Background: an optimization exercise with open tools, aiming at small area and a short achievable clock period. Do not read the settings as production practice.
RTL that was checked went through simulation tests only; none was proved equivalent to the original.
Function not checked in run 2: the RTL went through the layout flow alone.
Power figures rest on the tool's default switching activity, not on a simulated workload.

**run.sh**
```bash
#!/bin/bash
# synth_recipe.tcl (not shown) runs the flow's synth.tcl, then flattens the netlist and writes it again
# the make line also repeats each setting of config.mk as NAME=value (left out here)
make -C /OpenROAD-flow-scripts/flow DESIGN_CONFIG=/design/flow/config.mk WORK_HOME=/design/flow/orfs CLKGATE_MAP_FILE= SYNTH_SCRIPT=/design/flow/synth_recipe.tcl finish
```
**config.mk**
```make
export PLATFORM = sky130hd
export DESIGN_NAME = sw_unit
export DESIGN_NICKNAME = sw_unit
export VERILOG_FILES = /design/flow/design.v
export SDC_FILE = /design/flow/constraint.sdc
export NUM_CORES = 8
export LEC_CHECK = 0
export CAP_MARGIN = 20
export CORE_MARGIN = 2
export CORE_UTILIZATION = 35
export PLACE_DENSITY = 0.5
export SETUP_SLACK_MARGIN = 0.2
export SLEW_MARGIN = 20
```
**constraint.sdc**
```tcl
create_clock -name core_clock -period 10.0 [get_ports {clk_i}]
set_input_delay 2.0000 -clock core_clock [delete_from_list [all_inputs] [get_ports {clk_i}]]
set_output_delay 2.0000 -clock core_clock [all_outputs]
set_load 0.01 [all_outputs]
```
**design.v**
```verilog
`timescale 1ns/100ps
`default_nettype none
module alloc_unit #(
    parameter int ENT_NUM = 8
) (
    input  wire  [ENT_NUM-1:0] busy_i,
    output logic [ENT_NUM-1:0] free_1_o,
    output logic [ENT_NUM-1:0] free_2_o,
    output logic               ge_1_o,
    output logic               ge_2_o
);
    logic [ENT_NUM:0] none_below;
    logic [ENT_NUM:0] one_below;
    assign none_below[0] = 1'b1;
    assign one_below[0] = 1'b0;
    for (genvar i = 0; i < ENT_NUM; i++) begin : g_scan
        assign free_1_o[i] = ~busy_i[i] & none_below[i];
        assign free_2_o[i] = ~busy_i[i] & one_below[i];
        assign none_below[i+1] = none_below[i] & busy_i[i];
        assign one_below[i+1] = busy_i[i] ? one_below[i] : none_below[i];
    end
    assign ge_1_o = ~&busy_i;
    assign ge_2_o = |free_2_o;
endmodule
`default_nettype wire
`timescale 1ns/100ps
`default_nettype none
module oldest_finder #(
    parameter int ENT_NUM = 8
) (
    input  wire  [ENT_NUM-1:0]      ready_i,
    input  wire  [ENT_NUM-1:0]      phase_i,
    input  wire                     cur_phase_i,
    input  wire  [ENT_NUM-1:0][5:0] tag_i,
    output logic [ENT_NUM-1:0]      sel_o,
    output logic                    valid_o
);
    logic [ENT_NUM-1:0][ENT_NUM-1:0] first;
    for (genvar i = 0; i < ENT_NUM; i++) begin : g_row
        for (genvar j = 0; j < ENT_NUM; j++) begin : g_col
            if (i < j) begin : g_pair
                logic tag_le;
                assign tag_le = tag_i[i] <= tag_i[j];
                assign first[i][j] = (phase_i[i] ^ phase_i[j]) ? (phase_i[i] ^ cur_phase_i) : tag_le;
            end else begin : g_none
                assign first[i][j] = 1'b0;
            end
        end
    end
    always_comb begin
        for (int i = 0; i < ENT_NUM; i++) begin
            sel_o[i] = ready_i[i];
            for (int j = 0; j < ENT_NUM; j++) begin
                if (j < i) begin
                    sel_o[i] = sel_o[i] & (~ready_i[j] | ~first[j][i]);
                end else if (j > i) begin
                    sel_o[i] = sel_o[i] & (~ready_i[j] | first[i][j]);
                end
            end
        end
    end
    assign valid_o = |ready_i;
endmodule
`default_nettype wire
`timescale 1ns/100ps
`default_nettype none
module wake_opnd (
    input  wire  [32:0] opnd_i,
    input  wire  [38:0] res_0_i,
    input  wire  [38:0] res_1_i,
    output logic        hit_0_o,
    output logic        hit_1_o
);
    assign hit_0_o = ~opnd_i[0] & res_0_i[38] & (res_0_i[37:32] == opnd_i[6:1]);
    assign hit_1_o = ~opnd_i[0] & res_1_i[38] & (res_1_i[37:32] == opnd_i[6:1]) & ~hit_0_o;
endmodule
module opnd_next (
    input  wire  [32:0] cur_i,
    input  wire  [32:0] new_1_i,
    input  wire         new_1_hit_0_i,
    input  wire         new_1_hit_1_i,
    input  wire  [32:0] new_2_i,
    input  wire         new_2_hit_0_i,
    input  wire         new_2_hit_1_i,
    input  wire         we_1_i,
    input  wire         we_2_i,
    input  wire  [38:0] res_0_i,
    input  wire  [38:0] res_1_i,
    output logic [32:0] nxt_o
);
    logic hit_0;
    logic hit_1;
    logic hold;
    logic sel_n1;
    logic sel_n2;
    logic sel_b0;
    logic sel_b1;
    logic sel_q;
    wake_opnd u_wake (.opnd_i(cur_i), .res_0_i(res_0_i), .res_1_i(res_1_i),
                      .hit_0_o(hit_0), .hit_1_o(hit_1));
    assign hold   = ~we_1_i & ~we_2_i;
    assign sel_n1 = we_1_i & ~new_1_hit_0_i & ~new_1_hit_1_i;
    assign sel_n2 = we_2_i & ~new_2_hit_0_i & ~new_2_hit_1_i;
    assign sel_b0 = (we_1_i & new_1_hit_0_i) | (we_2_i & new_2_hit_0_i) | (hold & hit_0);
    assign sel_b1 = (we_1_i & new_1_hit_1_i) | (we_2_i & new_2_hit_1_i) | (hold & hit_1);
    assign sel_q  = hold & ~hit_0 & ~hit_1;
    assign nxt_o[32:1] = ({32{sel_n1}} & new_1_i[32:1])
                       | ({32{sel_n2}} & new_2_i[32:1])
                       | ({32{sel_b0}} & res_0_i[31:0])
                       | ({32{sel_b1}} & res_1_i[31:0])
                       | ({32{sel_q}}  & cur_i[32:1]);
    assign nxt_o[0] = (we_1_i & (new_1_i[0] | new_1_hit_0_i | new_1_hit_1_i))
                    | (we_2_i & (new_2_i[0] | new_2_hit_0_i | new_2_hit_1_i))
                    | (hold & (cur_i[0] | hit_0 | hit_1));
endmodule
`default_nettype wire
`timescale 1ns/100ps
`default_nettype none
module rs_alu #(
    parameter int ENT_NUM = 8
) (
    input  wire                clk_i,
    input  wire                reset_i,
    input  wire                next_rrf_cycle_i,
    input  wire  [ENT_NUM-1:0] we_1_i,
    input  wire  [ENT_NUM-1:0] we_2_i,
    input  wire  [140:0]       wslot_1_i,
    input  wire  [140:0]       wslot_2_i,
    input  wire  [3:0]         new_hit_i,    
    input  wire  [3:0]         new_hit_1_i,  
    input  wire  [77:0]        result_i,
    output logic [ENT_NUM-1:0] busy_o,
    output logic [138:0]       issue_o,
    output logic               issue_valid_o
);
    logic [ENT_NUM-1:0]        busy;
    logic [ENT_NUM-1:0]        phase;
    logic                      cur_phase;
    logic [ENT_NUM-1:0][74:0]  fix;
    logic [ENT_NUM-1:0][32:0]  src1;
    logic [ENT_NUM-1:0][32:0]  src2;
    logic [ENT_NUM-1:0]        ready;
    logic [ENT_NUM-1:0]        sel;
    logic [ENT_NUM-1:0][5:0]   tag;
    logic [74:0]               fix_1;
    logic [74:0]               fix_2;
    assign busy_o = busy;
    assign fix_1 = {wslot_1_i[140:109], wslot_1_i[42:0]};
    assign fix_2 = {wslot_2_i[140:109], wslot_2_i[42:0]};
    for (genvar i = 0; i < ENT_NUM; i++) begin : g_ent
        logic [74:0] fix_nxt;
        logic [32:0] src1_nxt;
        logic [32:0] src2_nxt;
        logic        hold;
        assign ready[i] = busy[i] & src1[i][0] & src2[i][0];
        assign tag[i] = fix[i][10:5];
        assign hold = ~we_1_i[i] & ~we_2_i[i];
        assign fix_nxt = ({75{we_1_i[i]}} & fix_1) | ({75{we_2_i[i]}} & fix_2)
                       | ({75{hold}} & fix[i]);
        opnd_next u_src1 (.cur_i(src1[i]),
                          .new_1_i(wslot_1_i[108:76]), .new_1_hit_0_i(new_hit_i[0]),
                          .new_1_hit_1_i(new_hit_1_i[0]),
                          .new_2_i(wslot_2_i[108:76]), .new_2_hit_0_i(new_hit_i[2]),
                          .new_2_hit_1_i(new_hit_1_i[2]),
                          .we_1_i(we_1_i[i]), .we_2_i(we_2_i[i]),
                          .res_0_i(result_i[38:0]), .res_1_i(result_i[77:39]),
                          .nxt_o(src1_nxt));
        opnd_next u_src2 (.cur_i(src2[i]),
                          .new_1_i(wslot_1_i[75:43]), .new_1_hit_0_i(new_hit_i[1]),
                          .new_1_hit_1_i(new_hit_1_i[1]),
                          .new_2_i(wslot_2_i[75:43]), .new_2_hit_0_i(new_hit_i[3]),
                          .new_2_hit_1_i(new_hit_1_i[3]),
                          .we_1_i(we_1_i[i]), .we_2_i(we_2_i[i]),
                          .res_0_i(result_i[38:0]), .res_1_i(result_i[77:39]),
                          .nxt_o(src2_nxt));
        always_ff @(posedge clk_i) begin
            fix[i] <= fix_nxt;
            src1[i] <= src1_nxt;
            src2[i] <= src2_nxt;
            if (!hold) begin
                phase[i] <= cur_phase;
            end
            if (reset_i) begin
                busy[i] <= 1'b0;
            end else if (!hold) begin
                busy[i] <= 1'b1;
            end else if (sel[i]) begin
                busy[i] <= 1'b0;
            end
        end
    end
    always_ff @(posedge clk_i) begin
        if (reset_i) begin
            cur_phase <= 1'b0;
        end else if (next_rrf_cycle_i) begin
            cur_phase <= ~cur_phase;
        end
    end
    oldest_finder #(
        .ENT_NUM(ENT_NUM)
    ) u_oldest_finder (
        .ready_i    (ready),
        .phase_i    (phase),
        .cur_phase_i(cur_phase),
        .tag_i      (tag),
        .sel_o      (sel),
        .valid_o    (issue_valid_o)
    );
    always_comb begin
        logic [74:0] f;
        logic [31:0] o1;
        logic [31:0] o2;
        f = '0;
        o1 = '0;
        o2 = '0;
        for (int i = 0; i < ENT_NUM; i++) begin
            f = f | ({75{sel[i]}} & fix[i]);
            o1 = o1 | ({32{sel[i]}} & src1[i][32:1]);
            o2 = o2 | ({32{sel[i]}} & src2[i][32:1]);
        end
        issue_o = {f[74:43], o1, o2, f[42:0]};
    end
endmodule
`default_nettype wire
`timescale 1ns/100ps
`default_nettype none
module rs_mem #(
    parameter int ENT_NUM = 4,
    parameter int ENT_SEL = 2
) (
    input  wire                clk_i,
    input  wire                reset_i,
    input  wire                push_1_i,     
    input  wire                push_2_i,     
    input  wire                first_2_i,    
    input  wire  [140:0]       wslot_1_i,
    input  wire  [140:0]       wslot_2_i,
    input  wire  [3:0]         new_hit_i,
    input  wire  [3:0]         new_hit_1_i,
    input  wire  [77:0]        result_i,
    output logic               ge_1_o,
    output logic               ge_2_o,
    output logic [138:0]       issue_o,
    output logic               issue_valid_o
);
    logic [ENT_NUM-1:0]        busy;
    logic [ENT_NUM-1:0][74:0]  fix;
    logic [ENT_NUM-1:0][32:0]  src1;
    logic [ENT_NUM-1:0][32:0]  src2;
    logic [ENT_SEL-1:0]        head;
    logic [ENT_SEL-1:0]        tail;
    logic [ENT_SEL-1:0]        tail_plus_1;
    logic [ENT_NUM-1:0]        head_oh;
    logic [ENT_NUM-1:0]        we_1;
    logic [ENT_NUM-1:0]        we_2;
    logic [74:0]               fix_1;
    logic [74:0]               fix_2;
    assign fix_1 = {wslot_1_i[140:109], wslot_1_i[42:0]};
    assign fix_2 = {wslot_2_i[140:109], wslot_2_i[42:0]};
    assign tail_plus_1 = tail + ENT_SEL'(1);
    always_comb begin
        ge_1_o = 1'b0;
        ge_2_o = 1'b0;
        for (int i = 0; i < ENT_NUM; i++) begin
            ge_2_o = ge_2_o | (ge_1_o & ~busy[i]);
            ge_1_o = ge_1_o | ~busy[i];
        end
    end
    for (genvar i = 0; i < ENT_NUM; i++) begin : g_ent
        logic [74:0] fix_nxt;
        logic [32:0] src1_nxt;
        logic [32:0] src2_nxt;
        logic        hold;
        logic        at_tail;
        logic        at_tail_1;
        assign head_oh[i] = head == ENT_SEL'(i);
        assign at_tail = tail == ENT_SEL'(i);
        assign at_tail_1 = tail_plus_1 == ENT_SEL'(i);
        assign we_1[i] = push_1_i & ~first_2_i & at_tail;
        assign we_2[i] = (push_1_i & first_2_i & at_tail) | (push_2_i & at_tail_1);
        assign hold = ~we_1[i] & ~we_2[i];
        assign fix_nxt = ({75{we_1[i]}} & fix_1) | ({75{we_2[i]}} & fix_2)
                       | ({75{hold}} & fix[i]);
        opnd_next u_src1 (.cur_i(src1[i]),
                          .new_1_i(wslot_1_i[108:76]), .new_1_hit_0_i(new_hit_i[0]),
                          .new_1_hit_1_i(new_hit_1_i[0]),
                          .new_2_i(wslot_2_i[108:76]), .new_2_hit_0_i(new_hit_i[2]),
                          .new_2_hit_1_i(new_hit_1_i[2]),
                          .we_1_i(we_1[i]), .we_2_i(we_2[i]),
                          .res_0_i(result_i[38:0]), .res_1_i(result_i[77:39]),
                          .nxt_o(src1_nxt));
        opnd_next u_src2 (.cur_i(src2[i]),
                          .new_1_i(wslot_1_i[75:43]), .new_1_hit_0_i(new_hit_i[1]),
                          .new_1_hit_1_i(new_hit_1_i[1]),
                          .new_2_i(wslot_2_i[75:43]), .new_2_hit_0_i(new_hit_i[3]),
                          .new_2_hit_1_i(new_hit_1_i[3]),
                          .we_1_i(we_1[i]), .we_2_i(we_2[i]),
                          .res_0_i(result_i[38:0]), .res_1_i(result_i[77:39]),
                          .nxt_o(src2_nxt));
        always_ff @(posedge clk_i) begin
            fix[i] <= fix_nxt;
            src1[i] <= src1_nxt;
            src2[i] <= src2_nxt;
            if (reset_i) begin
                busy[i] <= 1'b0;
            end else if (!hold) begin
                busy[i] <= 1'b1;
            end else if (issue_valid_o && head_oh[i]) begin
                busy[i] <= 1'b0;
            end
        end
    end
    always_ff @(posedge clk_i) begin
        if (reset_i) begin
            head <= '0;
            tail <= '0;
        end else begin
            if (issue_valid_o) begin
                head <= head + ENT_SEL'(1);
            end
            tail <= tail + ENT_SEL'(push_1_i) + ENT_SEL'(push_2_i);
        end
    end
    always_comb begin
        logic [74:0] f;
        logic [31:0] o1;
        logic [31:0] o2;
        f = '0;
        o1 = '0;
        o2 = '0;
        issue_valid_o = 1'b0;
        for (int i = 0; i < ENT_NUM; i++) begin
            f = f | ({75{head_oh[i]}} & fix[i]);
            o1 = o1 | ({32{head_oh[i]}} & src1[i][32:1]);
            o2 = o2 | ({32{head_oh[i]}} & src2[i][32:1]);
            issue_valid_o = issue_valid_o | (head_oh[i] & busy[i] & src1[i][0] & src2[i][0]);
        end
        issue_o = {f[74:43], o1, o2, f[42:0]};
    end
endmodule
`default_nettype wire
`timescale 1ns/100ps
`default_nettype none
module sw_unit (
    input  wire          clk_i,
    input  wire          reset_i,
    input  wire  [142:0] dp_slot_1_i,
    input  wire  [142:0] dp_slot_2_i,
    input  wire          stall_dp_i,
    input  wire          kill_dp_i,
    input  wire          next_rrf_cycle_i,
    input  wire  [77:0]  exe_result_i,
    output logic         allocatable_o,
    output logic [138:0] alu_issue_o,
    output logic         alu_issue_valid_o,
    output logic [138:0] mem_issue_o,
    output logic         mem_issue_valid_o
);
    localparam int ALU_ENT_NUM = 8;
    localparam int LDST_ENT_NUM = 4;
    localparam int LDST_ENT_SEL = 2;
    logic                   slot_1_alu;
    logic                   slot_2_alu;
    logic                   slot_1_mem;
    logic                   slot_2_mem;
    logic [ALU_ENT_NUM-1:0] alu_busy;
    logic [ALU_ENT_NUM-1:0] alu_free_1;
    logic [ALU_ENT_NUM-1:0] alu_free_2;
    logic                   alu_ge_1;
    logic                   alu_ge_2;
    logic                   mem_ge_1;
    logic                   mem_ge_2;
    logic                   alu_ok;
    logic                   mem_ok;
    logic                   accept;
    logic [ALU_ENT_NUM-1:0] alu_we_1;
    logic [ALU_ENT_NUM-1:0] alu_we_2;
    logic [3:0]             new_hit_0;
    logic [3:0]             new_hit_1;
    assign slot_1_alu = dp_slot_1_i[142] & ~dp_slot_1_i[141];
    assign slot_2_alu = dp_slot_2_i[142] & ~dp_slot_2_i[141];
    assign slot_1_mem = dp_slot_1_i[142] & dp_slot_1_i[141];
    assign slot_2_mem = dp_slot_2_i[142] & dp_slot_2_i[141];
    alloc_unit #(
        .ENT_NUM(ALU_ENT_NUM)
    ) u_alloc_unit (
        .busy_i  (alu_busy),
        .free_1_o(alu_free_1),
        .free_2_o(alu_free_2),
        .ge_1_o  (alu_ge_1),
        .ge_2_o  (alu_ge_2)
    );
    assign alu_ok = (~slot_1_alu & ~slot_2_alu) | (alu_ge_1 & ~(slot_1_alu & slot_2_alu)) | alu_ge_2;
    assign mem_ok = (~slot_1_mem & ~slot_2_mem) | (mem_ge_1 & ~(slot_1_mem & slot_2_mem)) | mem_ge_2;
    assign allocatable_o = alu_ok & mem_ok;
    assign accept = ~stall_dp_i & ~kill_dp_i & allocatable_o;
    assign alu_we_1 = {ALU_ENT_NUM{accept & slot_1_alu}} & alu_free_1;
    assign alu_we_2 = {ALU_ENT_NUM{accept & slot_2_alu}} & (slot_1_alu ? alu_free_2 : alu_free_1);
    wake_opnd u_new_1_src1 (.opnd_i(dp_slot_1_i[108:76]), .res_0_i(exe_result_i[38:0]),
                            .res_1_i(exe_result_i[77:39]), .hit_0_o(new_hit_0[0]), .hit_1_o(new_hit_1[0]));
    wake_opnd u_new_1_src2 (.opnd_i(dp_slot_1_i[75:43]), .res_0_i(exe_result_i[38:0]),
                            .res_1_i(exe_result_i[77:39]), .hit_0_o(new_hit_0[1]), .hit_1_o(new_hit_1[1]));
    wake_opnd u_new_2_src1 (.opnd_i(dp_slot_2_i[108:76]), .res_0_i(exe_result_i[38:0]),
                            .res_1_i(exe_result_i[77:39]), .hit_0_o(new_hit_0[2]), .hit_1_o(new_hit_1[2]));
    wake_opnd u_new_2_src2 (.opnd_i(dp_slot_2_i[75:43]), .res_0_i(exe_result_i[38:0]),
                            .res_1_i(exe_result_i[77:39]), .hit_0_o(new_hit_0[3]), .hit_1_o(new_hit_1[3]));
    rs_alu #(
        .ENT_NUM(ALU_ENT_NUM)
    ) u_rs_alu (
        .clk_i           (clk_i),
        .reset_i         (reset_i),
        .next_rrf_cycle_i(next_rrf_cycle_i),
        .we_1_i          (alu_we_1),
        .we_2_i          (alu_we_2),
        .wslot_1_i       (dp_slot_1_i[140:0]),
        .wslot_2_i       (dp_slot_2_i[140:0]),
        .new_hit_i       (new_hit_0),
        .new_hit_1_i     (new_hit_1),
        .result_i        (exe_result_i),
        .busy_o          (alu_busy),
        .issue_o         (alu_issue_o),
        .issue_valid_o   (alu_issue_valid_o)
    );
    rs_mem #(
        .ENT_NUM(LDST_ENT_NUM),
        .ENT_SEL(LDST_ENT_SEL)
    ) u_rs_mem (
        .clk_i           (clk_i),
        .reset_i         (reset_i),
        .push_1_i        (accept & (slot_1_mem | slot_2_mem)),
        .push_2_i        (accept & slot_1_mem & slot_2_mem),
        .first_2_i       (~slot_1_mem),
        .wslot_1_i       (dp_slot_1_i[140:0]),
        .wslot_2_i       (dp_slot_2_i[140:0]),
        .new_hit_i       (new_hit_0),
        .new_hit_1_i     (new_hit_1),
        .result_i        (exe_result_i),
        .ge_1_o          (mem_ge_1),
        .ge_2_o          (mem_ge_2),
        .issue_o         (mem_issue_o),
        .issue_valid_o   (mem_issue_valid_o)
    );
endmodule
`default_nettype wire
```
==> metrics.yaml, run 1 <==
status:
  status: "complete, no violations"
timing:
  tightest_slew_ps: 1265
  period_share: 0.8596
  drv_slew: 0
  tns_ps: 0
  hold_viol: 0
  relSlewSlack: 0.1541
  setup_violations: 0
  period_minus_slack_ps: 8596
  finalClockSkew_ps: 76.17
  max_freq_mhz: 116.3
  grt_setup_unrepaired: "no"
clock_network:
  cts.sinks: 1717
  clock_latency_ps: 930
  cts_hold_buf: 0
  path_clk_slew_ps: 60
  cts_tree: "built"
  htreeDepth: 4
  cts_buffers: 214
  clockRootBuffer: "clkbuf_16"
  post-cts-setup-buffers: 0
  cts_resized: 0
  clock_path_buffers: 4
critical_path:
  worst_setup_path_end_kind: "output port"
  crit_type: "flip-flop to output port"
  cp_top_family: "buffers and inverters"
  r2r_slack_ps: 3590
  cp_num_buf_inv: 3
  required_ps: 8000
  cp-start-kind: "flip-flop"
  crit_chain: "clkinv_1, or3_1, o21ai_0, nor3_1, nor4_1, o221a_4, buf_12, a32oi_1, nand4_1, a221o_1, clkdlybuf4s50_1"
  path_max_fanout: 64
  slowest_stage: "clkinv_1"
  cp.arrival_ps: 6600
  critPathMaxStageDelay_ps: 880
finish:
  nets: 11860
  fin_util: 0.4086
  fin_cells: 15240
  area_growth_pct: 16.45
  drive_above_1_share: 0.07808
die:
  start_util: 0.3509
  die_w_um: 529.8
  coreArea_um2: 275800
  ios: 650
  die_h_um: 529.8
  die_area_um2: 280700
  rows: 193
synthesis:
  synthCells: 11700
  ys_warn_count: 3
  ys_async_sr_fraction: 0
  synth_ff_type: "dfxtp_1"
  syn_area_per_cell_um2: 8.270
  synth_edf_count: 8
  ys_types: 98
  syn-num-nets: 12250
  synth_area_um2: 96760
  synth-seq-area-share: 0.3561
  ys_ff_latch: 1717
worst_hold_path:
  hold_class: "flip-flop to flip-flop"
drt:
  via_count: 111900
  drtIter0Drc: 23640
  routed_via_density: 7.343
  drt-wirelength-per-cell_um: 39.10
  firstDrtPassIters: 11
  ant_nets: 0
  drt-total-wl_um: 595800
  drc_errors: 0
grt:
  antenna_found_initial: 96
  grt_use_total: 0.3994
  grt_first_pass_wirelength_um: 815600
  gr-usage-met1: 0.5053
  grt_overflow: 0
  met2_usage: 0.5674
  grt_pass1_vias: 104800
  use_met3: 0.1387
  grt_max_degree: 189
  top_usage_layer: "met2"
power_and_ir_drop:
  vdd_drop_max_uv: 166.7
  p_leak_uw: 0.04400
  design_power_total_uw: 25160
  power_density_nw_per_um2: 223.3
place:
  place_hpwl_um: 342700
  place_congestion: 0.9972
  dp_cells: 14800
  port_buffers: 649
job:
  maxCapViolations: 0
==> placed cells by master, fill, tap and decap left out, types with 36 or more instances in the layout <==
| cell | instances |
|---|---|
| o211ai_1 | 144 |
| xor2_1 | 180 |
| a221o_1 | 564 |
| clkbuf_8 | 55 |
| nor2_4 | 51 |
| and2_1 | 158 |
| clkbuf_1 | 51 |
| a21oi_1 | 148 |
| a32oi_1 | 148 |
| a211o_1 | 58 |
| nor2b_1 | 52 |
| a222oi_1 | 683 |
| ha_1 | 171 |
| inv_1 | 574 |
| dfxtp_1 | 1708 |
| nand2b_1 | 107 |
| nand3_1 | 240 |
| nor3_1 | 54 |
| nand4_1 | 362 |
| nor2_1 | 195 |
| a22oi_1 | 1488 |
| o2111ai_1 | 36 |
| o22ai_1 | 103 |
| and3_1 | 114 |
| nor4_1 | 38 |
| buf_4 | 314 |
| a22o_1 | 73 |
| a221oi_1 | 118 |
| clkdlybuf4s50_1 | 626 |
| xnor2_1 | 160 |
| o21ai_0 | 535 |
| nand2_1 | 1443 |
| diode_2 | 57 |
| clkbuf_16 | 218 |
==> final cells by class <==
cell class                 instances  area, µm²
fill                           27300     163100
timing repair buffer             985       9124
tap                             3705       4636
clock inverter                    53      514.2
antenna                           57      142.6
inverter                         578       2171
clock buffer                     324       6404
multi-input combinational       7818      55240
sequential                      1717      34450
==> synth_stat cells (10+ instances only) <==
library cell | instances | share of area
a22oi_1 | 1490 | 0.12
nand3_1 | 241 | 0.012
nand3b_1 | 18 | 0.0014
a31oi_1 | 14 | 0.00091
o221ai_1 | 10 | 0.00091
a211oi_1 | 21 | 0.0016
o211ai_1 | 144 | 0.011
and3_1 | 122 | 0.0079
or2_2 | 13 | 0.00084
a211o_1 | 58 | 0.0052
a221o_1 | 565 | 0.058
nand2_1 | 1448 | 0.056
nor2_1 | 247 | 0.0096
a32oi_1 | 151 | 0.014
or4_1 | 12 | 0.00093
xor2_1 | 180 | 0.016
clkbuf_1 | 1285 | 0.050
buf_2 | 185 | 0.0096
o21ai_0 | 536 | 0.028
o21a_1 | 17 | 0.0013
a22o_1 | 78 | 0.0071
nor3_1 | 67 | 0.0035
nand2b_1 | 109 | 0.0070
o32a_1 | 12 | 0.0012
o31ai_1 | 10 | 0.00078
o22ai_1 | 106 | 0.0069
dfxtp_1 | 1709 | 0.35
a21o_1 | 17 | 0.0013
nor2b_1 | 52 | 0.0034
buf_1 | 101 | 0.0039
ha_1 | 175 | 0.023
and2_1 | 162 | 0.010
a21oi_1 | 155 | 0.0080
inv_1 | 574 | 0.022
nand4_1 | 362 | 0.023
o2111ai_1 | 36 | 0.0033
xnor2_1 | 160 | 0.014
a221oi_1 | 120 | 0.011
nor3b_1 | 14 | 0.0011
a222oi_1 | 683 | 0.071
or3_1 | 22 | 0.0014
nor4_1 | 54 | 0.0035
==> worst min-delay path, stage by stage (launching register included) <==
cell,delay [ps]
dfxtp_1,320
nand2_1,50
nand3_1,50
==> per-layer routing <==
layer  part of all wire  routed length (µm)
met5             0.0017                1020
met4              0.073               43380
met3               0.14               82660
met2               0.41              242700
met1               0.38              226000
==> flip-flops by register name, indices dropped and copies added, names as in the netlist <==
register / flops
u_rs_mem.head: 2
u_rs_alu.cur_phase: 1
u_rs_mem.src1: 132
u_rs_alu.src2: 264
u_rs_alu.src1: 264
u_rs_alu.fix: 600
u_rs_alu.busy: 8
u_rs_alu.phase: 8
u_rs_mem.busy: 4
u_rs_mem.src2: 132
u_rs_mem.tail: 2
u_rs_mem.fix: 300
==> through the flow <==
step / hold WS, ps / area [µm²] / setup slack (ps)
6_report: 452.9 / 112700 / 1404
5_1_grt: 470.5 / 112600 / 1385
4_1_cts: 455.3 / 112600 / 1679
3_5_place_dp: 441.9 / 105700 / 2199
3_3_place_gp: 433.2 / 105600 / 2271
2_1_floorplan: 424.0 / 96760 / 3821
==> where the power goes <==
part | switching, µW | internal, µW | leakage (µW) | total, µW
sequential | 1700 | 8930 | 0.0142 | 10600
clock | 3360 | 4570 | 0.00342 | 7930
combinational | 3350 | 3250 | 0.0264 | 6600
total | 8410 | 16700 | 0.0440 | 25200
==> cell families (layout without fill, tap and decap cells) <==
group	after synthesis	in the layout	synth area share
compound gates	4310	4310	0.3551
xor+xnor	340	340	0.03077
fa+ha+maj	179	179	0.02315
buf+inv	2165	1940	0.08735
flops	1717	1717	0.3561
mux	4	4	0.0004267
other cells	0	57	0
simple gates	2985	2985	0.1471
==> final timing paths <==
check / start / cells past startpoint / endpoint
setup reg to reg: u_rs_alu.busy[0] / 14 / u_rs_alu.fix[484]
hold reg to reg: u_rs_alu.src1[57] / 2 / u_rs_alu.src1[57]
setup / recovery: u_rs_alu.cur_phase / 11 / alu_issue_o[76]
hold / removal: u_rs_alu.src1[57] / 2 / u_rs_alu.src1[57]
==> run 2, diff against run 1 <==
--- a/design.v
+++ b/design.v
@@ -41,5 +41,13 @@
             if (i < j) begin : g_pair
                 logic tag_le;
-                assign tag_le = tag_i[i] <= tag_i[j];
+                logic [5:0] a_gt;
+                always_comb begin
+                    a_gt[0] = tag_i[i][0] & ~tag_i[j][0];
+                    for (int b = 1; b < 6; b++) begin
+                        a_gt[b] = (tag_i[i][b] & ~tag_i[j][b])
+                                | (~(tag_i[i][b] ^ tag_i[j][b]) & a_gt[b-1]);
+                    end
+                end
+                assign tag_le = ~a_gt[5];
                 assign first[i][j] = (phase_i[i] ^ phase_i[j]) ? (phase_i[i] ^ cur_phase_i) : tag_le;
             end else begin : g_none
@@ -140,9 +148,14 @@
     logic [ENT_NUM-1:0][32:0]  src1;
     logic [ENT_NUM-1:0][32:0]  src2;
-    logic [ENT_NUM-1:0]        ready;
     logic [ENT_NUM-1:0]        sel;
-    logic [ENT_NUM-1:0][5:0]   tag;
     logic [74:0]               fix_1;
     logic [74:0]               fix_2;
+    logic [ENT_NUM-1:0]        busy_nxt;
+    logic [ENT_NUM-1:0]        phase_nxt;
+    logic [ENT_NUM-1:0]        ready_nxt;
+    logic [ENT_NUM-1:0][5:0]   tag_nxt;
+    logic                      cur_phase_nxt;
+    logic [ENT_NUM-1:0]        sel_nxt;
+    logic                      valid_nxt;
     assign busy_o = busy;
     assign fix_1 = {wslot_1_i[140:109], wslot_1_i[42:0]};
@@ -153,7 +166,9 @@
         logic [32:0] src2_nxt;
         logic        hold;
-        assign ready[i] = busy[i] & src1[i][0] & src2[i][0];
-        assign tag[i] = fix[i][10:5];
         assign hold = ~we_1_i[i] & ~we_2_i[i];
+        assign busy_nxt[i] = ~reset_i & (~hold | (busy[i] & ~sel[i]));
+        assign phase_nxt[i] = hold ? phase[i] : cur_phase;
+        assign ready_nxt[i] = busy_nxt[i] & src1_nxt[0] & src2_nxt[0];
+        assign tag_nxt[i] = fix_nxt[10:5];
         assign fix_nxt = ({75{we_1_i[i]}} & fix_1) | ({75{we_2_i[i]}} & fix_2)
                        | ({75{hold}} & fix[i]);
@@ -178,33 +193,24 @@
             src1[i] <= src1_nxt;
             src2[i] <= src2_nxt;
-            if (!hold) begin
-                phase[i] <= cur_phase;
-            end
-            if (reset_i) begin
-                busy[i] <= 1'b0;
-            end else if (!hold) begin
-                busy[i] <= 1'b1;
-            end else if (sel[i]) begin
-                busy[i] <= 1'b0;
-            end
-        end
-    end
-    always_ff @(posedge clk_i) begin
-        if (reset_i) begin
-            cur_phase <= 1'b0;
-        end else if (next_rrf_cycle_i) begin
-            cur_phase <= ~cur_phase;
+            phase[i] <= phase_nxt[i];
+            busy[i] <= busy_nxt[i];
         end
     end
+    assign cur_phase_nxt = ~reset_i & (cur_phase ^ next_rrf_cycle_i);
     oldest_finder #(
         .ENT_NUM(ENT_NUM)
     ) u_oldest_finder (
-        .ready_i    (ready),
-        .phase_i    (phase),
-        .cur_phase_i(cur_phase),
-        .tag_i      (tag),
-        .sel_o      (sel),
-        .valid_o    (issue_valid_o)
+        .ready_i    (ready_nxt),
+        .phase_i    (phase_nxt),
+        .cur_phase_i(cur_phase_nxt),
+        .tag_i      (tag_nxt),
+        .sel_o      (sel_nxt),
+        .valid_o    (valid_nxt)
     );
+    always_ff @(posedge clk_i) begin
+        cur_phase <= cur_phase_nxt;
+        sel <= sel_nxt;
+        issue_valid_o <= valid_nxt;
+    end
     always_comb begin
         logic [74:0] f;
@@ -248,8 +254,7 @@
     logic [ENT_NUM-1:0][32:0]  src1;
     logic [ENT_NUM-1:0][32:0]  src2;
-    logic [ENT_SEL-1:0]        head;
-    logic [ENT_SEL-1:0]        tail;
-    logic [ENT_SEL-1:0]        tail_plus_1;
-    logic [ENT_NUM-1:0]        head_oh;
+    logic [ENT_NUM-1:0]        head_oh;      
+    logic [ENT_NUM-1:0]        tail_oh;
+    logic [ENT_NUM-1:0]        tail_oh_1;
     logic [ENT_NUM-1:0]        we_1;
     logic [ENT_NUM-1:0]        we_2;
@@ -258,5 +263,5 @@
     assign fix_1 = {wslot_1_i[140:109], wslot_1_i[42:0]};
     assign fix_2 = {wslot_2_i[140:109], wslot_2_i[42:0]};
-    assign tail_plus_1 = tail + ENT_SEL'(1);
+    assign tail_oh_1 = {tail_oh[ENT_NUM-2:0], tail_oh[ENT_NUM-1]};
     always_comb begin
         ge_1_o = 1'b0;
@@ -274,7 +279,6 @@
         logic        at_tail;
         logic        at_tail_1;
-        assign head_oh[i] = head == ENT_SEL'(i);
-        assign at_tail = tail == ENT_SEL'(i);
-        assign at_tail_1 = tail_plus_1 == ENT_SEL'(i);
+        assign at_tail = tail_oh[i];
+        assign at_tail_1 = tail_oh_1[i];
         assign we_1[i] = push_1_i & ~first_2_i & at_tail;
         assign we_2[i] = (push_1_i & first_2_i & at_tail) | (push_2_i & at_tail_1);
@@ -313,11 +317,15 @@
     always_ff @(posedge clk_i) begin
         if (reset_i) begin
-            head <= '0;
-            tail <= '0;
+            head_oh <= ENT_NUM'(1);
+            tail_oh <= ENT_NUM'(1);
         end else begin
             if (issue_valid_o) begin
-                head <= head + ENT_SEL'(1);
+                head_oh <= {head_oh[ENT_NUM-2:0], head_oh[ENT_NUM-1]};
+            end
+            if (push_2_i) begin
+                tail_oh <= {tail_oh_1[ENT_NUM-2:0], tail_oh_1[ENT_NUM-1]};
+            end else if (push_1_i) begin
+                tail_oh <= tail_oh_1;
             end
-            tail <= tail + ENT_SEL'(push_1_i) + ENT_SEL'(push_2_i);
         end
     end
--- a/config.mk
+++ b/config.mk
@@ -6,8 +6,9 @@
 export NUM_CORES = 8
 export LEC_CHECK = 0
+export ABC_CLOCK_PERIOD_IN_PS = 5000
 export CAP_MARGIN = 20
 export CORE_MARGIN = 2
 export CORE_UTILIZATION = 35
 export PLACE_DENSITY = 0.5
-export SETUP_SLACK_MARGIN = 0.2
+export SETUP_SLACK_MARGIN = 5
 export SLEW_MARGIN = 20
==> run 2 against run 1 <==
Still clean. Utilization grew 2.4 points. Critical endpoint is now allocatable_o. First-iteration DRC count fell by 8.3%. Highest routed layer unchanged. Sequential share of layout area increased by 0.24 points.
==> metrics.yaml, run 2 <==
power_and_ir_drop:
  combPwrFrac: 0.249  # -0.013
  p_leak_uw: 0.04437  # +0.85%
  p_switching_uw: 8191  # -2.6%
  seq_power_share: 0.430  # +0.008
  power_density_nw_per_um2: 214.3  # -4.0%
  swShare: 0.3397  # +0.005404
  vdd_drop_max_uv: 195.1  # +17%
  power.internal_uw: 15920  # -4.9%
  power_frac_clock: 0.321  # +0.006
timing:
  grt_setup_unrepaired: "yes"
  max_freq_mhz: 186.7  # +60%
  relSlewSlack: 0.1816  # +0.02753
  period_share: 0.5356  # -0.3239
  tightest_slew_ps: 1224  # -41.17 ps
  hold_viol: 0  # unchanged
  finalClockSkew_ps: 65.06  # -11.12 ps
  setup_violations: 0  # unchanged
  whs_ps: 437.0  # -15.87 ps
  period_minus_slack_ps: 5356  # -3239 ps
  drv_slew: 0  # unchanged
  tns_ps: 0  # unchanged
finish:
  fill_cells: 25490  # -6.6%
  regMostFlops: "u_rs_alu.fix"
  area_growth_pct: 22.79
  mostFrequentLayoutCells: "3278 x nand2_1, 1790 x a22oi_1, 1717 x dfxtp_1, 768 x nand3_1, 714 x a222oi_1"
  reg.largest.list: "u_rs_alu.fix x600, u_rs_mem.fix x300"
  final_common_cell: "nand2_1"
  largest_reg_flops: 600  # unchanged
  postLayoutCellArea_um2: 112500  # -0.13%
  fin_cells: 15510  # +1.8%
  nets: 12290  # +3.6%
  fin_util: 0.4329  # +0.02432
  drive_above_1_share: 0.1145  # +0.03641
synthesis:
  ys_top_cells_by_count: "3295 x nand2_1, 1802 x a22oi_1, 1730 x dfxtp_1"
  netlist.area_leader.share: 0.3779  # +0.02432
  ys_warn_count: 3  # unchanged
  synth_ff_type: "dfxtp_1"
  synth_edf_count: 0  # -8
  synth-seq-area-share: 0.3779  # +0.02184
  ys_ff_latch: 1730  # +0.76%
  synthTopCellsByArea: "dfxtp_1 38%, a22oi_1 15%, nand2_1 13%"
  ys_async_sr_fraction: 0  # unchanged
  ys_types: 109  # +11%
  syn_area_per_cell_um2: 7.780  # -5.9%
  syn-num-nets: 12260  # +0.16%
  synth_area_um2: 91650  # -5.3%
  yosysTopAreaCell: "dfxtp_1"
  synthCells: 11780  # +0.68%
  yosysMostFrequentCell: "nand2_1"
critical_path:
  critPathMaxStageDelay_ps: 320  # -560 ps
  regToRegEndpoint: "u_rs_alu.sel[1]"
  path_max_fanout: 4  # -94%
  worst_setup_path_end_kind: "output port"
  r2r-start: "u_rs_alu.busy[0]"
  cp.arrival_ps: 3360  # -3240 ps
  crit_top_cell: "buf_8"
  required_ps: 8000  # about the same
  cp-start-kind: "input pin"
  cp_num_buf_inv: 3  # unchanged
  crit_chain: "buf_8, nand2b_4, a221oi_2, nand4_1, nand4bb_4, nand2_8, inv_12, buf_8"
  startpoint: "dp_slot_1_i[141]"
  worstSetupEndpoint: "allocatable_o"
  crit_type: "input pin to output port"
  cp_top_family: "simple AND/OR/NAND/NOR gates"
  r2r_slack_ps: 4840  # +1250 ps
  critical_path_depth: 8  # -3
  slowest_stage: "nand4bb_4"
  reg2regPathDepth: 22  # +8
drt:
  firstDrtPassIters: 14  # +3
  drtIter0Drc: 21690  # -8.3%
  drc_errors: 0  # unchanged
  drt-wirelength-per-cell_um: 37.79  # -3.4%
  via_count: 107100  # -4.3%
  drt-total-wl_um: 586100  # -1.6%
  ant_nets: 0  # unchanged
  routed_via_density: 6.907  # -5.9%
clock_network:
  path_clk_slew_ps: 60  # about the same
  cts_hold_buf: 0  # unchanged
  clock_latency_ps: 900  # -30 ps
  cts.sinks: 1730  # +0.76%
  htreeDepth: 4  # unchanged
  clockRootBuffer: "clkbuf_16"
  clock_path_buffers: 3  # -1
  cts_tree: "built"
  cts_buffers: 204  # -4.7%
die:
  coreArea_um2: 259900  # -5.7%
  ios: 650  # unchanged
  die_w_um: 515.7  # -2.7%
  die_area_um2: 266000  # -5.2%
  start_util: 0.3526  # +0.001686
  die_h_um: 515.7  # -2.7%
  rows: 187  # -3.1%
grt:
  antenna_found_initial: 84  # -13%
  grt_overflow: 0  # unchanged
  grt_use_total: 0.4152  # +0.01578
  grt_max_degree: 65  # -66%
  grt_first_pass_wirelength_um: 797000  # -2.3%
  grt_pass1_vias: 100400  # -4.2%
place:
  place_hpwl_um: 330400  # -3.6%
  place_congestion: 0.9902  # -0.70%
  placed_cell_area_um2: 101200  # -4.2%
  port_buffers: 649  # unchanged
  dp_cells: 14840  # +0.26%
worst_hold_path:
  min-delay-start: "u_rs_alu.fix[506]"
  hold_class: "flip-flop to flip-flop"
status:
  status: "complete, no violations"
job:
  maxCapViolations: 0  # unchanged
run 2: cell types whose count changed after synthesis, moves of 84 or more:
cell      previous run  this run
nand2_1           1448      3295
nand4_1            362       201
a22oi_1           1490      1802
o211ai_1           144        27
o21ai_0            536       143
a32oi_1            151         4
and2_1             162        14
a221o_1            565         7
buf_2              185        82
inv_1              574       133
and3_1             122        38
nand3_1            241       775
nor2_1             247       148
run 2: timing repair:
| action | CTS | global route |
|---|---|---|
| buffers inserted | 161 | 55 |
| pin swaps | 65 | 53 |
| setup endpoints to repair | 1825 | 705 |
| cloned | 28 | 9 |
| gates resized for setup | 336 | 119 |
run 2: cells by family after synthesis:
kind of cell,count (synthesis),synth area share
AO/OA/AOI/OAI,3237,0.2828
XOR/XNOR,341,0.03259
adder cells (fa/ha/maj),119,0.01615
buffers and inverters,1560,0.06599
flip-flops,1730,0.3779
multiplexers,15,0.001870
AND/OR/NAND/NOR,4778,0.2227
run 2: worst min-delay path by stage:
| stage | end | slack, ps | depth (start not counted) |
|---|---|---|---|
| floorplan | u_rs_alu.fix[450] | 420 | 2 |
| global placement | u_rs_alu.fix[514] | 420 | 2 |
| detailed placement | u_rs_alu.fix[486] | 430 | 2 |
| CTS | u_rs_alu.fix[486] | 440 | 2 |
| global route | u_rs_alu.fix[473] | 450 | 2 |
| finish | u_rs_alu.fix[506] | 440 | 2 |
run 2: routing by layer:
metal  GRT usage  wire (µm)  vias to the layer above
met4      0.2968      46210                       44
met2      0.6028     244500                     9123
met5   0.0007306        327                        -
li1            -          -                    43730
met3      0.1316      78390                     1999
met1      0.5159     216700                    52230
run 2: layout make-up:
class	count	area [µm²]	area share
sequential	1730	34680	0.3082
antenna	48	120.1	0.001067
tap	3496	4374	0.03887
clock inverter	64	783.3	0.006960
multi-input combinational	8501	53750	0.4776
timing repair buffer	1215	12200	0.1084
clock buffer	305	6027	0.05356
inverter	151	608.1	0.005403
run 2: stage by stage:
stage	setup WS, ps	total power (µW)
after global routing	4659	24950
final	4644	24110
after detailed placement	1938	15950
after global placement	2055	15720
after CTS	4657	23730
after floorplan	4231	13520
run 2: worst register-to-register path, cell delays in order (launching register included):
cell	delay (ps)
dfxtp_4	490
inv_1	250
ha_4	340
mux2i_1	230
a211oi_2	150
a31oi_4	350
nand4bb_4	230
nand2_8	150
buf_6	140
buf_12	130
nor3_4	50
buf_12	170
a22oi_2	140
and2_4	200
clkinvlp_4	270
ha_4	290
a2111oi_4	240
o31ai_2	130
o21ai_2	330
nor2_1	70
o311ai_1	330
nand4_1	220
nor3_2	160
run 2: power groups by stage:
| stage | sequential, µW | combinational (µW) | clock, µW |
|---|---|---|---|
| final | 10400 | 6000 | 7750 |
| after global routing | 10500 | 6420 | 8040 |
| after CTS | 10200 | 5730 | 7760 |
| after detailed placement | 10400 | 5560 | 0 |
| after floorplan | 9880 | 3640 | 0 |
| after global placement | 10300 | 5410 | 0 |
==> run 3, diff against run 2 <==
--- a/design.v
+++ b/design.v
@@ -23,4 +23,27 @@
     assign ge_2_o = |free_2_o;
 endmodule
+module free_cnt #(
+    parameter int ENT_NUM = 8
+) (
+    input  wire                clk_i,
+    input  wire  [ENT_NUM-1:0] busy_nxt_i,
+    output logic               full_o,
+    output logic               one_o
+);
+    logic ge_1;
+    logic ge_2;
+    always_comb begin
+        ge_1 = 1'b0;
+        ge_2 = 1'b0;
+        for (int i = 0; i < ENT_NUM; i++) begin
+            ge_2 = ge_2 | (ge_1 & ~busy_nxt_i[i]);
+            ge_1 = ge_1 | ~busy_nxt_i[i];
+        end
+    end
+    always_ff @(posedge clk_i) begin
+        full_o <= ~ge_1;
+        one_o <= ge_1 & ~ge_2;
+    end
+endmodule
 `default_nettype wire
 `timescale 1ns/100ps
@@ -29,10 +52,10 @@
     parameter int ENT_NUM = 8
 ) (
-    input  wire  [ENT_NUM-1:0]      ready_i,
-    input  wire  [ENT_NUM-1:0]      phase_i,
-    input  wire                     cur_phase_i,
-    input  wire  [ENT_NUM-1:0][5:0] tag_i,
-    output logic [ENT_NUM-1:0]      sel_o,
-    output logic                    valid_o
+    input  wire  [ENT_NUM-1:0]              ready_i,
+    input  wire  [ENT_NUM-1:0]              phase_i,
+    input  wire                             cur_phase_i,
+    input  wire  [ENT_NUM-1:0][ENT_NUM-1:0] tag_le_i,
+    output logic [ENT_NUM-1:0]              sel_o,
+    output logic                            valid_o
 );
     logic [ENT_NUM-1:0][ENT_NUM-1:0] first;
@@ -40,15 +63,6 @@
         for (genvar j = 0; j < ENT_NUM; j++) begin : g_col
             if (i < j) begin : g_pair
-                logic tag_le;
-                logic [5:0] a_gt;
-                always_comb begin
-                    a_gt[0] = tag_i[i][0] & ~tag_i[j][0];
-                    for (int b = 1; b < 6; b++) begin
-                        a_gt[b] = (tag_i[i][b] & ~tag_i[j][b])
-                                | (~(tag_i[i][b] ^ tag_i[j][b]) & a_gt[b-1]);
-                    end
-                end
-                assign tag_le = ~a_gt[5];
-                assign first[i][j] = (phase_i[i] ^ phase_i[j]) ? (phase_i[i] ^ cur_phase_i) : tag_le;
+                assign first[i][j] = (phase_i[i] ^ phase_i[j]) ? (phase_i[i] ^ cur_phase_i)
+                                                               : tag_le_i[i][j];
             end else begin : g_none
                 assign first[i][j] = 1'b0;
@@ -70,4 +84,20 @@
     assign valid_o = |ready_i;
 endmodule
+module tag_cmp (
+    input  wire  [5:0] a_i,
+    input  wire  [5:0] b_i,
+    output logic       lt_o,
+    output logic       eq_o
+);
+    logic [5:0] lt;
+    always_comb begin
+        lt[0] = ~a_i[0] & b_i[0];
+        for (int b = 1; b < 6; b++) begin
+            lt[b] = (~a_i[b] & b_i[b]) | (~(a_i[b] ^ b_i[b]) & lt[b-1]);
+        end
+    end
+    assign lt_o = lt[5];
+    assign eq_o = a_i == b_i;
+endmodule
 `default_nettype wire
 `timescale 1ns/100ps
@@ -139,4 +169,5 @@
     input  wire  [77:0]        result_i,
     output logic [ENT_NUM-1:0] busy_o,
+    output logic [ENT_NUM-1:0] busy_nxt_o,
     output logic [138:0]       issue_o,
     output logic               issue_valid_o
@@ -154,9 +185,17 @@
     logic [ENT_NUM-1:0]        phase_nxt;
     logic [ENT_NUM-1:0]        ready_nxt;
-    logic [ENT_NUM-1:0][5:0]   tag_nxt;
+    logic [ENT_NUM-1:0][ENT_NUM-1:0] tag_le;
+    logic [ENT_NUM-1:0][ENT_NUM-1:0] tag_le_nxt;
+    logic [ENT_NUM-1:0]        new_1_lt;    
+    logic [ENT_NUM-1:0]        new_1_eq;
+    logic [ENT_NUM-1:0]        new_2_lt;
+    logic [ENT_NUM-1:0]        new_2_eq;
+    logic                      new_12_lt;
+    logic                      new_12_eq;
     logic                      cur_phase_nxt;
     logic [ENT_NUM-1:0]        sel_nxt;
     logic                      valid_nxt;
     assign busy_o = busy;
+    assign busy_nxt_o = busy_nxt;
     assign fix_1 = {wslot_1_i[140:109], wslot_1_i[42:0]};
     assign fix_2 = {wslot_2_i[140:109], wslot_2_i[42:0]};
@@ -170,5 +209,6 @@
         assign phase_nxt[i] = hold ? phase[i] : cur_phase;
         assign ready_nxt[i] = busy_nxt[i] & src1_nxt[0] & src2_nxt[0];
-        assign tag_nxt[i] = fix_nxt[10:5];
+        tag_cmp u_cmp_1 (.a_i(wslot_1_i[10:5]), .b_i(fix[i][10:5]), .lt_o(new_1_lt[i]), .eq_o(new_1_eq[i]));
+        tag_cmp u_cmp_2 (.a_i(wslot_2_i[10:5]), .b_i(fix[i][10:5]), .lt_o(new_2_lt[i]), .eq_o(new_2_eq[i]));
         assign fix_nxt = ({75{we_1_i[i]}} & fix_1) | ({75{we_2_i[i]}} & fix_2)
                        | ({75{hold}} & fix[i]);
@@ -197,4 +237,33 @@
         end
     end
+    tag_cmp u_cmp_12 (.a_i(wslot_1_i[10:5]), .b_i(wslot_2_i[10:5]), .lt_o(new_12_lt), .eq_o(new_12_eq));
+    for (genvar i = 0; i < ENT_NUM; i++) begin : g_row
+        for (genvar j = 0; j < ENT_NUM; j++) begin : g_col
+            if (i < j) begin : g_pair
+                logic wi;
+                logic wj;
+                assign wi = we_1_i[i] | we_2_i[i];
+                assign wj = we_1_i[j] | we_2_i[j];
+                always_comb begin
+                    if (wi && wj) begin
+                        tag_le_nxt[i][j] = new_12_lt | new_12_eq;
+                    end else if (wi) begin
+                        tag_le_nxt[i][j] = we_1_i[i] ? (new_1_lt[j] | new_1_eq[j])
+                                                     : (new_2_lt[j] | new_2_eq[j]);
+                    end else if (wj) begin
+                        tag_le_nxt[i][j] = we_1_i[j] ? ~new_1_lt[i] : ~new_2_lt[i];
+                    end else begin
+                        tag_le_nxt[i][j] = tag_le[i][j];
+                    end
+                end
+                always_ff @(posedge clk_i) begin
+                    tag_le[i][j] <= tag_le_nxt[i][j];
+                end
+            end else begin : g_none
+                assign tag_le_nxt[i][j] = 1'b0;
+                assign tag_le[i][j] = 1'b0;
+            end
+        end
+    end
     assign cur_phase_nxt = ~reset_i & (cur_phase ^ next_rrf_cycle_i);
     oldest_finder #(
@@ -204,5 +273,5 @@
         .phase_i    (phase_nxt),
         .cur_phase_i(cur_phase_nxt),
-        .tag_i      (tag_nxt),
+        .tag_le_i   (tag_le_nxt),
         .sel_o      (sel_nxt),
         .valid_o    (valid_nxt)
@@ -245,6 +314,5 @@
     input  wire  [3:0]         new_hit_1_i,
     input  wire  [77:0]        result_i,
-    output logic               ge_1_o,
-    output logic               ge_2_o,
+    output logic [ENT_NUM-1:0] busy_nxt_o,
     output logic [138:0]       issue_o,
     output logic               issue_valid_o
@@ -264,12 +332,4 @@
     assign fix_2 = {wslot_2_i[140:109], wslot_2_i[42:0]};
     assign tail_oh_1 = {tail_oh[ENT_NUM-2:0], tail_oh[ENT_NUM-1]};
-    always_comb begin
-        ge_1_o = 1'b0;
-        ge_2_o = 1'b0;
-        for (int i = 0; i < ENT_NUM; i++) begin
-            ge_2_o = ge_2_o | (ge_1_o & ~busy[i]);
-            ge_1_o = ge_1_o | ~busy[i];
-        end
-    end
     for (genvar i = 0; i < ENT_NUM; i++) begin : g_ent
         logic [74:0] fix_nxt;
@@ -284,4 +344,5 @@
         assign we_2[i] = (push_1_i & first_2_i & at_tail) | (push_2_i & at_tail_1);
         assign hold = ~we_1[i] & ~we_2[i];
+        assign busy_nxt_o[i] = ~reset_i & (~hold | (busy[i] & ~(issue_valid_o & head_oh[i])));
         assign fix_nxt = ({75{we_1[i]}} & fix_1) | ({75{we_2[i]}} & fix_2)
                        | ({75{hold}} & fix[i]);
@@ -306,11 +367,5 @@
             src1[i] <= src1_nxt;
             src2[i] <= src2_nxt;
-            if (reset_i) begin
-                busy[i] <= 1'b0;
-            end else if (!hold) begin
-                busy[i] <= 1'b1;
-            end else if (issue_valid_o && head_oh[i]) begin
-                busy[i] <= 1'b0;
-            end
+            busy[i] <= busy_nxt_o[i];
         end
     end
@@ -375,10 +430,13 @@
     logic [ALU_ENT_NUM-1:0] alu_free_1;
     logic [ALU_ENT_NUM-1:0] alu_free_2;
-    logic                   alu_ge_1;
-    logic                   alu_ge_2;
-    logic                   mem_ge_1;
-    logic                   mem_ge_2;
-    logic                   alu_ok;
-    logic                   mem_ok;
+    logic [ALU_ENT_NUM-1:0] alu_busy_nxt;
+    logic [LDST_ENT_NUM-1:0] mem_busy_nxt;
+    logic                   full_alu;
+    logic                   full_mem;
+    logic                   one_alu;
+    logic                   one_mem;
+    logic                   blk_1;
+    logic                   blk_2;
+    logic                   blk_12;
     logic                   accept;
     logic [ALU_ENT_NUM-1:0] alu_we_1;
@@ -396,10 +454,16 @@
         .free_1_o(alu_free_1),
         .free_2_o(alu_free_2),
-        .ge_1_o  (alu_ge_1),
-        .ge_2_o  (alu_ge_2)
+        .ge_1_o  (),
+        .ge_2_o  ()
     );
-    assign alu_ok = (~slot_1_alu & ~slot_2_alu) | (alu_ge_1 & ~(slot_1_alu & slot_2_alu)) | alu_ge_2;
-    assign mem_ok = (~slot_1_mem & ~slot_2_mem) | (mem_ge_1 & ~(slot_1_mem & slot_2_mem)) | mem_ge_2;
-    assign allocatable_o = alu_ok & mem_ok;
+    free_cnt #(.ENT_NUM(ALU_ENT_NUM)) u_alu_cnt (
+        .clk_i(clk_i), .busy_nxt_i(alu_busy_nxt), .full_o(full_alu), .one_o(one_alu));
+    free_cnt #(.ENT_NUM(LDST_ENT_NUM)) u_mem_cnt (
+        .clk_i(clk_i), .busy_nxt_i(mem_busy_nxt), .full_o(full_mem), .one_o(one_mem));
+    assign blk_1 = dp_slot_1_i[141] ? full_mem : full_alu;
+    assign blk_2 = dp_slot_2_i[141] ? full_mem : full_alu;
+    assign blk_12 = dp_slot_1_i[141] ? (dp_slot_2_i[141] & one_mem) : (~dp_slot_2_i[141] & one_alu);
+    assign allocatable_o = ~(dp_slot_1_i[142] & blk_1) & ~(dp_slot_2_i[142] & blk_2)
+                         & ~(dp_slot_1_i[142] & dp_slot_2_i[142] & blk_12);
     assign accept = ~stall_dp_i & ~kill_dp_i & allocatable_o;
     assign alu_we_1 = {ALU_ENT_NUM{accept & slot_1_alu}} & alu_free_1;
@@ -427,4 +491,5 @@
         .result_i        (exe_result_i),
         .busy_o          (alu_busy),
+        .busy_nxt_o      (alu_busy_nxt),
         .issue_o         (alu_issue_o),
         .issue_valid_o   (alu_issue_valid_o)
@@ -444,6 +509,5 @@
         .new_hit_1_i     (new_hit_1),
         .result_i        (exe_result_i),
-        .ge_1_o          (mem_ge_1),
-        .ge_2_o          (mem_ge_2),
+        .busy_nxt_o      (mem_busy_nxt),
         .issue_o         (mem_issue_o),
         .issue_valid_o   (mem_issue_valid_o)
--- a/config.mk
+++ b/config.mk
@@ -10,4 +10,7 @@
 export CORE_MARGIN = 2
 export CORE_UTILIZATION = 35
+export CTS_BUF_LIST = sky130_fd_sc_hd__clkbuf_16
+export CTS_CLUSTER_DIAMETER = 100
+export CTS_CLUSTER_SIZE = 20
 export PLACE_DENSITY = 0.5
 export SETUP_SLACK_MARGIN = 5
==> run 3 against run 2 <==
Die area is essentially flat. Cell count shrank 3.1%. Largest power group unchanged. Worst setup slack gained 290 ps. Via count shrank 2.4%. Combinational power shrank about 10%. Sequential share of layout area grew 2.2 points.
==> metrics.yaml, run 3 <==
status:
  status: "complete, no violations"
worst_hold_path:
  hold_class: "flip-flop to flip-flop"
  holdPathEnd: "u_rs_alu.fix[344]"
  hold_depth: 2  # unchanged
  min-delay-start: "u_rs_alu.fix[344]"
place:
  place_hpwl_um: 316600  # -4.2%
  dp_cells: 14680  # -1.1%
  placed_cell_area_um2: 101000  # -0.22%
  port_buffers: 649  # unchanged
  place_congestion: 0.9905  # about the same
power_and_ir_drop:
  vdd_drop_max_uv: 154.8  # -21%
  combPwrFrac: 0.258  # +0.009
  power.internal_uw: 13570  # -15%
  seq_power_share: 0.504  # +0.074
  swShare: 0.3504  # +0.01074
  p_leak_uw: 0.04224  # -4.8%
  power_density_nw_per_um2: 195.3  # -8.9%
  p_switching_uw: 7322  # -11%
  power_frac_clock: 0.237  # -0.084
drt:
  routed_via_density: 6.963  # +0.81%
  drtIter0Drc: 19680  # -9.3%
  ant_nets: 0  # unchanged
  firstDrtPassIters: 19  # +5
  drc_errors: 0  # unchanged
  drt-wirelength-per-cell_um: 37.43  # -0.95%
  via_count: 104600  # -2.4%
  drt-total-wl_um: 562300  # -4.1%
grt:
  grt_pass1_vias: 98720  # -1.6%
  grt_overflow: 0  # unchanged
  grt_use_total: 0.4001  # -0.01515
  grt_max_degree: 77  # +18%
  antenna_found_initial: 94  # +12%
  grt_first_pass_wirelength_um: 770800  # -3.3%
timing:
  whs_ps: 442.3  # +5.241 ps
  finalClockSkew_ps: 37.28  # -27.77 ps
  max_freq_mhz: 197.2  # +5.6%
  period_share: 0.5071  # -0.02857
  relSlewSlack: 0.1929  # +0.01127
  hold_viol: 0  # unchanged
  grt_setup_unrepaired: "yes"
  tightest_slew_ps: 1207  # -16.85 ps
  setup_violations: 0  # unchanged
  period_minus_slack_ps: 5071  # -285.7 ps
  tns_ps: 0  # unchanged
  drv_slew: 0  # unchanged
critical_path:
  cp-start-kind: "input pin"
  cp.arrival_ps: 5820  # +2460 ps
  crit_type: "input pin to flip-flop"
  r2r-start: "u_rs_alu.busy[6]"
  reg2regPathDepth: 10  # -55%
  path_max_fanout: 32  # +28
  worst_setup_path_end_kind: "flip-flop"
  r2r_slack_ps: 5310  # +470 ps
  required_ps: 10750  # +2750 ps
  regToRegEndpoint: "u_rs_alu.sel[0]"
clock_network:
  cts_hold_buf: 0  # unchanged
  cts.sinks: 1762  # +1.8%
  path_clk_slew_ps: 80  # +20 ps
  clock_path_buffers: 3  # unchanged
  clockRootBuffer: "clkbuf_16"
  cts_buffers: 106  # -48%
  htreeDepth: 3  # -1
  clock_latency_ps: 850  # -50 ps
  cts_tree: "built"
die:
  die_w_um: 515.5  # about the same
  coreArea_um2: 259900  # unchanged
  start_util: 0.3523  # about the same
  die_h_um: 515.5  # about the same
  die_area_um2: 265800  # about the same
  ios: 650  # unchanged
  rows: 187  # unchanged
synthesis:
  synth_ff_type: "dfxtp_1"
  yosysTopAreaCell: "dfxtp_1"
  syn-num-nets: 12060  # -1.6%
  ys_top_cells_by_count: "3079 x nand2_1, 2596 x a22oi_1, 1762 x dfxtp_1"
  ys_async_sr_fraction: 0  # unchanged
  syn_area_per_cell_um2: 7.902  # +1.6%
  synthCells: 11590  # -1.6%
  ys_types: 98  # -10%
  synthTopCellsByArea: "dfxtp_1 39%, a22oi_1 21%, nand2_1 13%"
  ys_warn_count: 76  # +73
  synth-seq-area-share: 0.3852  # +0.007279
  synth_area_um2: 91580  # about the same
  netlist.area_leader.share: 0.3852  # +0.007279
  yosysMostFrequentCell: "nand2_1"
  ys_ff_latch: 1762  # +1.8%
  synth_edf_count: 0  # unchanged
job:
  maxCapViolations: 0  # unchanged
finish:
  seqCellArea_um2: 35320  # +1.8%
  postLayoutCellArea_um2: 107000  # -4.9%
  regMostFlops: "u_rs_alu.fix"
  reg.largest.list: "u_rs_alu.fix x600, u_rs_mem.fix x300"
  fill_cells: 25780  # +1.2%
  area_growth_pct: 16.85
  nets: 11920  # -3.0%
  fin_cells: 15020  # -3.1%
  final_common_cell: "nand2_1"
  fin_util: 0.4117  # -0.02126
  mostFrequentLayoutCells: "3061 x nand2_1, 2596 x a22oi_1, 1750 x dfxtp_1, 586 x clkdlybuf4s50_1, 465 x nand3_1"
  largest_reg_flops: 600  # unchanged
  drive_above_1_share: 0.08141  # -0.03308
  multi_input_area_um2: 52670  # -2.0%
-- run 3: cell count changes in the layout (fill, tap and decap cells not counted), moves of 33 or more --
cell / change
o221ai_1: +52
clkbuf_16: -103
nand3_1: -303
a22o_1: -39
a22oi_1: +806
nand4_1: +100
inv_1: -81
o21ai_0: -48
nand2_1: -217
a222oi_1: -330
clkbuf_1: -49
clkbuf_8: -50
dfxtp_1: +33
buf_4: -77
-- run 3: worst max path at each step --
stage                     startpoint                 end  slack (ps)  depth (start not counted)
floorplan             dp_slot_1_i[5]     u_rs_alu.sel[0]        5060                         12
global placement    dp_slot_1_i[141]     u_rs_alu.sel[6]        2910                         13
detailed placement  dp_slot_1_i[141]     u_rs_alu.sel[6]        2840                         13
CTS                 dp_slot_2_i[141]       allocatable_o        4800                          5
global route        dp_slot_2_i[141]       allocatable_o        4880                          5
finish              exe_result_i[37]  u_rs_alu.src2[149]        4930                         12
-- run 3: layout make-up --
class,count,share of cell area
multi-input cells,8408,0.4922
flip-flops and latches,1762,0.3301
repair buffers,1123,0.1040
well taps,3496,0.04088
clock buffers,108,0.02526
clock inverters,35,0.004548
inverters,49,0.002070
diodes,43,0.001006
-- run 3: worst max-delay path: stages --
cell and delay [ps]:
buf_2 290, buf_4 500, xnor2_1 180, nand4_1 120, nor4_2 510, nor2b_2 270, buf_4 330, a22oi_1 190
nand2_1 250, buf_4 670, a222oi_1 240, nand3_1 160
-- run 3: cells by family (layout without fill, tap and decap cells) --
group,count (synthesis),count (layout),synth area share
DFF,1762,1762,0.3852
adders and majority gates,106,106,0.01443
other,0,43,0
and+or+nand+nor,4317,4329,0.2010
AOI/OAI and AO/OA,3580,3581,0.3010
muxes,49,49,0.005902
buffers and inverters,1433,1315,0.05975
xor gates and xnor gates,343,343,0.03280
-- run 3: through the flow --
stage          setup WS [ps]  total power, µW
2_1_floorplan           5063            13460
3_3_place_gp            2906            15490
3_5_place_dp            2841            15720
4_1_cts                 4797            20620
5_1_grt                 4884            21660
6_report                4929            20890
-- run 3: power groups by stage --
stage               sequential (µW)  clock (µW)  combinational [µW]
finish                        10500        4960                5400
global route                  10700        5190                5810
CTS                           10400        4970                5240
detailed placement            10600           0                5140
global placement              10500           0                4990
floorplan                     10100           0                3370
-- run 3: layer usage --
| metal | track usage | wire, µm |
|---|---|---|
| met2 | 0.5994 | 237700 |
| met4 | 0.2748 | 43900 |
| met3 | 0.1170 | 70820 |
| met5 | 0.0005479 | 629 |
| met1 | 0.4923 | 209300 |
-- run 3: what timing repair did --
action,in CTS,in global routing
pin swaps,35,15
endpoints found under the setup margin,1353,549
buffers inserted,110,26
resized for setup,179,72
cloned,24,2

re-timing with driven ports:
How much do the figures lean on ideal ports? The routed layouts below were timed once more, with nothing changed but the port constraints.
Step 1 sets driving cells, clkbuf_16 on the clock port and buf_2 on the other inputs (assumed; they add their load-dependent delay and slew).
Step 2 times the ports against the registers' clock, not the clock port: input delays grow and output delays shrink by t, the midpoint of the rising clock arrivals with the driver on.
Three values: no drivers, after step 1, after step 2; two values: the first two.
| run | shift t [ns] | setup WS [ns] | worst setup path after step 2 | worst slew at a driven data input, ns |
|---|---|---|---|---|
| run 1 | 1.006 | 1.404 / 1.290 / 1.952 | input to output | 0.23 |
| run 2 | 0.974 | 4.644 / 4.534 / 3.727 | input to register | 0.25 |
| run 3 | 0.930 | 4.929 / 4.730 / 3.995 | input to register | 0.23 |
After both steps every run listed still meets setup and hold. For run 3, which loses most, drivers alone change the setup slack by -0.199 ns; drivers and shift together by -0.934 ns.
